This design comes from an exercise in tuning for small area and a short achievable clock period on the open sky130 flow, not from production work. At most, simulation tests tie the RTL to the original design; equivalence was not proved. Power is estimated from default activity; no workload was simulated.

## mac_array_2x2
module mac_array_2x2
#(
  parameter int DATA_W = mac_pkg::DATA_W,
  parameter int ACC_W  = mac_pkg::ACC_W
) (
  input  logic                  clk,
  input  logic                  rst_n,
  input  logic                  en,
  input  logic                  clear,
  input  logic [4*DATA_W-1:0]   a,
  input  logic [4*DATA_W-1:0]   b,
  output logic [4*ACC_W-1:0]    acc
);
Size: about 1,700 cells after synthesis, roughly 200 I/O pins.
==> flow/config.mk <==
export PLATFORM = sky130hd
export DESIGN_NAME = mac_array_2x2
export DESIGN_NICKNAME = mac_array_2x2
export VERILOG_FILES = /design/flow/design.v
export SDC_FILE = /design/flow/constraint.sdc
export NUM_CORES = 4
export LEC_CHECK = 0
export CAP_MARGIN = 20
export CORE_MARGIN = 2
export CORE_UTILIZATION = 40
export CTS_BUF_LIST = sky130_fd_sc_hd__clkbuf_4 sky130_fd_sc_hd__clkbuf_8
export SETUP_SLACK_MARGIN = 2.4
export SLEW_MARGIN = 20
export SYNTH_HIERARCHICAL = 1
export SYNTH_MINIMUM_KEEP_SIZE = 0
==> flow/constraint.sdc <==
create_clock -name core_clock -period 6.5 [get_ports {clk}]
set_input_delay 1.3000 -clock core_clock [delete_from_list [all_inputs] [get_ports {clk}]]
set_output_delay 1.3000 -clock core_clock [all_outputs]
set_load 0.01 [all_outputs]
standard.sh (not shown) runs the stock make flow with config.mk's settings and CLKGATE_MAP_FILE= SYNTH_SCRIPT=/design/flow/synth_recipe.tcl, a recipe that flattens the netlist after the stock synthesis.
==> flow/flow/run.sh <==
#!/bin/bash
# Layout: the standard flow (standard.sh), with the port buffers that
# global placement inserts made plain buf_1 cells (the resizer sizes them up
# where timing needs it) instead of the delay buffers the resizer picks by
# default.  make's full output goes to standard.log; each ORFS step also keeps
# its own log under orfs/logs/.
set -euo pipefail
export BUFFER_PORTS_ARGS="-buffer_cell sky130_fd_sc_hd__buf_1"
bash standard.sh > standard.log 2>&1
The starting point finished clean.
Change:
- CORE_UTILIZATION: 40 -> 55
- SETUP_SLACK_MARGIN: 2.4 -> 2.3
What happened:
- wire length falls by about 8%
- design area drops by about 3%
- total power falls by about 2.6%
- die area drops by 27%
- sequential power is about the same
- clock skew came out lower by 0.0094 ns
- global-route usage goes up by 5.1 points
- register-to-register slack is worse by 0.05 ns
- area after synthesis does not change
Change:
- CAP_MARGIN: 20 -> 5
- CORE_UTILIZATION: 55 -> 40
- SLEW_MARGIN: 20 -> 5
What happened: Core utilization decreases by 16 points; non-clock buffer count increases by 14; global-route usage decreases by 5.0 points; die area increases by 37%; routed wire length increases by 6.6%; sequential share of layout area decreases by 0.34 points; total power increases by about 1.1%; hold slack loses 0.0044 ns; critical path depth decreases by 1; synthesized area stays the same.
Change:
- CAP_MARGIN: 5 -> 20
- SLEW_MARGIN: 5 -> 20
What happened: The new run produced a clean layout. Via count does not change. Design area is unchanged. Register-to-register slack stays flat. Total power does not change. Clock skew does not change. Routed wire length stays the same. Flip-flop and latch count is unchanged.

---

mac_array_2x2, a different RTL version from the one above (not shown whole).
For scale: ~2,000 cells after synthesis, roughly 200 flip-flops, about 200 I/O pins, ~18,000 sq um of cells after synthesis.
export LEC_CHECK = 0
export CAP_MARGIN = 20
export CORE_MARGIN = 2
export CORE_UTILIZATION = 40
export SETUP_SLACK_MARGIN = 1.5
export SLEW_MARGIN = 20
create_clock -name core_clock -period 6.5 [get_ports {clk}]
==> flow/flow/run.sh <==
#!/bin/bash
# Layout: the standard flow (standard.sh), with the port buffers that
# global placement inserts made plain buf_2 cells instead of the delay buffers
# the resizer picks by default.  make's full output goes to standard.log; each
# ORFS step also keeps its own log under orfs/logs/.
set -euo pipefail
export BUFFER_PORTS_ARGS="-buffer_cell sky130_fd_sc_hd__buf_2"
bash standard.sh > standard.log 2>&1
The first run ran to the end with no violations.
==> next run, changes <==
SETUP_SLACK_MARGIN = 2.0   (was 1.5)
Clock-buffer cell count came out lower by 3.
Routed wire length came out higher by 3.8%.
Utilization came out higher by 2.2 points.
Final cell count came out higher by 1.8%.
Die area stays the same.
Fmax came out higher by 6.4%.
Synthesized area stays the same.
Combinational power came out higher by about 5%.
No run of this note included a check of the RTL's function; only the layout flow was run.

---

RTL: one of the versions met above, not the one the previous note started from.
For scale: about 1,700 cells after synthesis, about 170 flip-flops, roughly 200 I/O pins, roughly 17,000 µm² of cells after synthesis.
// mac_array_2x2
module mac_array_2x2
#(
  parameter int DATA_W = mac_pkg::DATA_W,
  parameter int ACC_W  = mac_pkg::ACC_W
) (
  input  logic                  clk,
  input  logic                  rst_n,
  input  logic                  en,
  input  logic                  clear,
  input  logic [4*DATA_W-1:0]   a,
  input  logic [4*DATA_W-1:0]   b,
  output logic [4*ACC_W-1:0]    acc
);
Settings: LEC_CHECK=0, CAP_MARGIN=20, CORE_MARGIN=2, CORE_UTILIZATION=55, CTS_BUF_LIST=sky130_fd_sc_hd__clkbuf_4 sky130_fd_sc_hd__clkbuf_8, GPL_ROUTABILITY_DRIVEN=0, SETUP_SLACK_MARGIN=2.3, SLEW_MARGIN=20, SYNTH_HIERARCHICAL=1, SYNTH_MINIMUM_KEEP_SIZE=0; clock period 6.5 ns.
==> flow/flow/run.sh <==
#!/bin/bash
# Layout: the standard flow (standard.sh), with the port buffers that
# global placement inserts made plain buf_1 cells (the resizer sizes them up
# where timing needs it) instead of the delay buffers the resizer picks by
# default.  make's full output goes to standard.log; each ORFS step also keeps
# its own log under orfs/logs/.
set -euo pipefail
export BUFFER_PORTS_ARGS="-buffer_cell sky130_fd_sc_hd__buf_1"
bash standard.sh > standard.log 2>&1
The first run finished with timing, DRC and antenna clean.
Next try:
GPL_ROUTABILITY_DRIVEN = unset   (was 0)
PLACE_DENSITY = 0.8   (was unset)
Clock-buffer cell count falls by 3.
Flip-flop and latch count is unchanged.
Clock skew rises by 0.0086 ns.
Routed wire length rises by about 2.7%.
Cell area barely changes.
Setup slack got worse by 0.031 ns.

---

mac_array_2x2, a different RTL version from the one above (not shown whole).
Size in the first run: ~1700 cells after synthesis, roughly 170 flip-flops, roughly 200 I/O pins, roughly 0.017 mm^2 of cells after synthesis.
// mac_array_2x2
module mac_array_2x2
#(
  parameter int DATA_W = mac_pkg::DATA_W,
  parameter int ACC_W  = mac_pkg::ACC_W
) (
  input  logic                  clk,
  input  logic                  rst_n,
  input  logic                  en,
  input  logic                  clear,
  input  logic [4*DATA_W-1:0]   a,
  input  logic [4*DATA_W-1:0]   b,
  output logic [4*ACC_W-1:0]    acc
);
export LEC_CHECK = 0
export CAP_MARGIN = 20
export CORE_MARGIN = 2
export CORE_UTILIZATION = 40
export SETUP_SLACK_MARGIN = 2.3
export SLEW_MARGIN = 20
export SYNTH_HIERARCHICAL = 1
export SYNTH_MINIMUM_KEEP_SIZE = 0
create_clock -name core_clock -period 6.5 [get_ports {clk}]
Scripts as last shown in full above: flow/flow/run.sh
The starting point finished clean.
Edit:
Settings changed: CTS_BUF_LIST from default to sky130_fd_sc_hd__clkbuf_4 sky130_fd_sc_hd__clkbuf_8.
Result: Design area drops by 0.98%. Clock-buffer cell count stays the same. Area after synthesis does not change. Via count climbs by 0.62%. Sequential power hardly moves. Total power drops by 5.4%. Core utilization drops by 0.44 points. Worst setup slack is worse by 0.017 ns. Cell count is about the same. Worst hold slack is better by 0.0056 ns. Global-route usage hardly moves.
Edit:
Settings changed: CTS_BUF_LIST sky130_fd_sc_hd__clkbuf_4 sky130_fd_sc_hd__clkbuf_8 to default, SETUP_SLACK_MARGIN 2.3 to 2.5.
Outcome: The changed run produced a clean layout. Area after synthesis does not change. Clock power grows by 37%. Power came out higher by 9.7%. Utilization climbs by 2.0 points. Register-to-register slack is worse by 0.02 ns. Routed wire length rises by 3.9%. Final area climbs by 4.5%. Global-route usage increases by 0.20 points.

---

mac_array_2x2, a different RTL version from the one above (not shown whole).
Size in the first run: about 1900 cells after synthesis, about 180 flip-flops.
==> flow/design.v (excerpt) <==
module mac_array_2x2
#(
  parameter int DATA_W = mac_pkg::DATA_W,
  parameter int ACC_W  = mac_pkg::ACC_W
) (
  input  logic                  clk,
  input  logic                  rst_n,
  input  logic                  en,
  input  logic                  clear,
  input  logic [4*DATA_W-1:0]   a,
  input  logic [4*DATA_W-1:0]   b,
  output logic [4*ACC_W-1:0]    acc
);
  for (genvar gi = 0; gi < 2; gi++) begin : g_row
    for (genvar gj = 0; gj < 2; gj++) begin : g_col
      mac_pe #(
        .DATA_W (DATA_W),
        .ACC_W  (ACC_W)
      ) u_pe (
        .clk   (clk),
        .rst_n (rst_n),
        .en    (en),
        .clear (clear),
        .a     (a[(2*gi+gj)*DATA_W +: DATA_W]),
        .b     (b[(2*gi+gj)*DATA_W +: DATA_W]),
        .acc   (acc[(2*gi+gj)*ACC_W +: ACC_W])
      );
    end
  end
endmodule
export LEC_CHECK = 0
export CAP_MARGIN = 20
export CORE_MARGIN = 2
export CORE_UTILIZATION = 40
export SETUP_SLACK_MARGIN = 1.8
export SLEW_MARGIN = 20
create_clock -name core_clock -period 6.5 [get_ports {clk}]
==> flow/flow/run.sh <==
#!/bin/bash
# Layout: the standard flow (standard.sh), with the port buffers that
# global placement inserts made plain buf_2 cells instead of the delay buffers
# the resizer picks by default.  make's full output goes to standard.log; each
# ORFS step also keeps its own log under orfs/logs/.
set -euo pipefail
export BUFFER_PORTS_ARGS="-buffer_cell sky130_fd_sc_hd__buf_2"
bash standard.sh > standard.log 2>&1
The first run produced a clean layout.
Next try:
- SETUP_SLACK_MARGIN: 1.8 -> 2.0
Die area stays the same.
Non-clock buffer count rose by 19.
Routed wire length increases by 2.9%.
Final area climbs by 1.4%.
Global-route usage goes up by 0.29 points.
Total power goes down by 0.48%.
Synthesized cell count is unchanged.
Sequential power hardly moves.
Hold slack stays flat.
Next try:
- SETUP_SLACK_MARGIN: 2.0 -> 2.2
Effect: The new run finished with timing, DRC and antenna clean; maximum frequency rose by 1.1%; via count came out higher by 0.34%; worst setup slack gets better by 0.050 ns; routed wire length came out higher by 2.1%; cell area is higher by 2.7%; die area is unchanged; first-iteration DRC count rose by 18%; total power went up by 3.2%; non-clock buffer count grows by 14; synthesized cell count does not change.
Next try:
==> flow/flow/run.sh (replaced) <==
#!/bin/bash
# Layout: the standard flow (standard.sh), with the port buffers that
# global placement inserts made plain buf_1 cells (the resizer sizes them up
# where timing needs it) instead of the delay buffers the resizer picks by
# default.  make's full output goes to standard.log; each ORFS step also keeps
# its own log under orfs/logs/.
set -euo pipefail
export BUFFER_PORTS_ARGS="-buffer_cell sky130_fd_sc_hd__buf_1"
bash standard.sh > standard.log 2>&1
- SETUP_SLACK_MARGIN: 2.2 -> 2.0
The changed run completed with no timing, DRC or antenna violations. Utilization shrinks by 2.0 points. Area after synthesis stays the same. Power shrinks by a few percent. Worst setup slack gets worse by 0.044 ns. First-iteration DRC count shrinks by about a fifth. Die area is unchanged. Global-route usage shrinks by 0.60 points. Via count shrinks slightly.
No run of this note included a check of the RTL's function; only the layout flow was run.

## static timing again, ports no longer ideal
How much do the figures lean on ideal ports? The routed layouts below were timed once more, with nothing changed but the port constraints. Step 1 sets driving cells, clkbuf_16 on the clock port and buf_2 on the other inputs (assumed; they add their load-dependent delay and slew). Step 2, shift: input delay + t, output delay - t, t = (earliest + latest rising clock arrival at the registers) / 2. This alone moves slack from input paths to output paths. a / b / c = ideal / step 1 / step 2; a / b = the first two.
run	t (ns)	slack for setup (ns)	hold WS [ns]	worst setup path after step 2	cell pins on the clock port's net
the first run of note 1	0.598	2.456 / 2.477 / 1.879	0.588 / 0.588 / 0.588	input to register	1
the second run of note 1	0.526	2.350 / 2.365 / 1.839	0.593 / 0.593 / 0.593	input to register	1
the third run of note 1	0.613	2.402 / 2.411 / 1.805	0.589 / 0.589 / 0.589	input to register	1
the fourth run of note 1	0.613	2.402 / 2.411 / 1.805	0.589 / 0.589 / 0.589	input to register	1
the first run of note 2	0.536	1.736 / 1.683 / 1.520	0.490 / 0.490 / 0.490	input to register	1
the second run of note 2	0.541	2.023 / 1.970 / 1.705	0.483 / 0.483 / 0.483	input to register	1
the first run of note 3	0.526	2.350 / 2.365 / 1.839	0.593 / 0.593 / 0.593	input to register	1
the second run of note 3	0.534	2.319 / 2.334 / 1.801	0.594 / 0.594 / 0.594	input to register	1
the first run of note 4	0.532	2.359 / 2.331 / 1.840	0.584 / 0.584 / 0.584	input to register	1
the second run of note 4	0.597	2.342 / 2.291 / 1.784	0.589 / 0.589 / 0.589	input to register	1
the third run of note 4	0.530	2.400 / 2.386 / 1.875	0.586 / 0.586 / 0.586	input to register	1
the first run of note 5	0.540	2.035 / 1.978 / 1.531	0.488 / 0.488 / 0.488	input to register	1
the second run of note 5	0.536	2.083 / 2.029 / 1.776	0.487 / 0.487 / 0.487	input to register	1
the third run of note 5	0.518	2.133 / 2.078 / 1.823	0.495 / 0.495 / 0.495	input to register	1
the fourth run of note 5	0.540	2.089 / 2.036 / 1.851	0.485 / 0.485 / 0.485	input to register	1
After both steps every run listed still meets setup and hold.
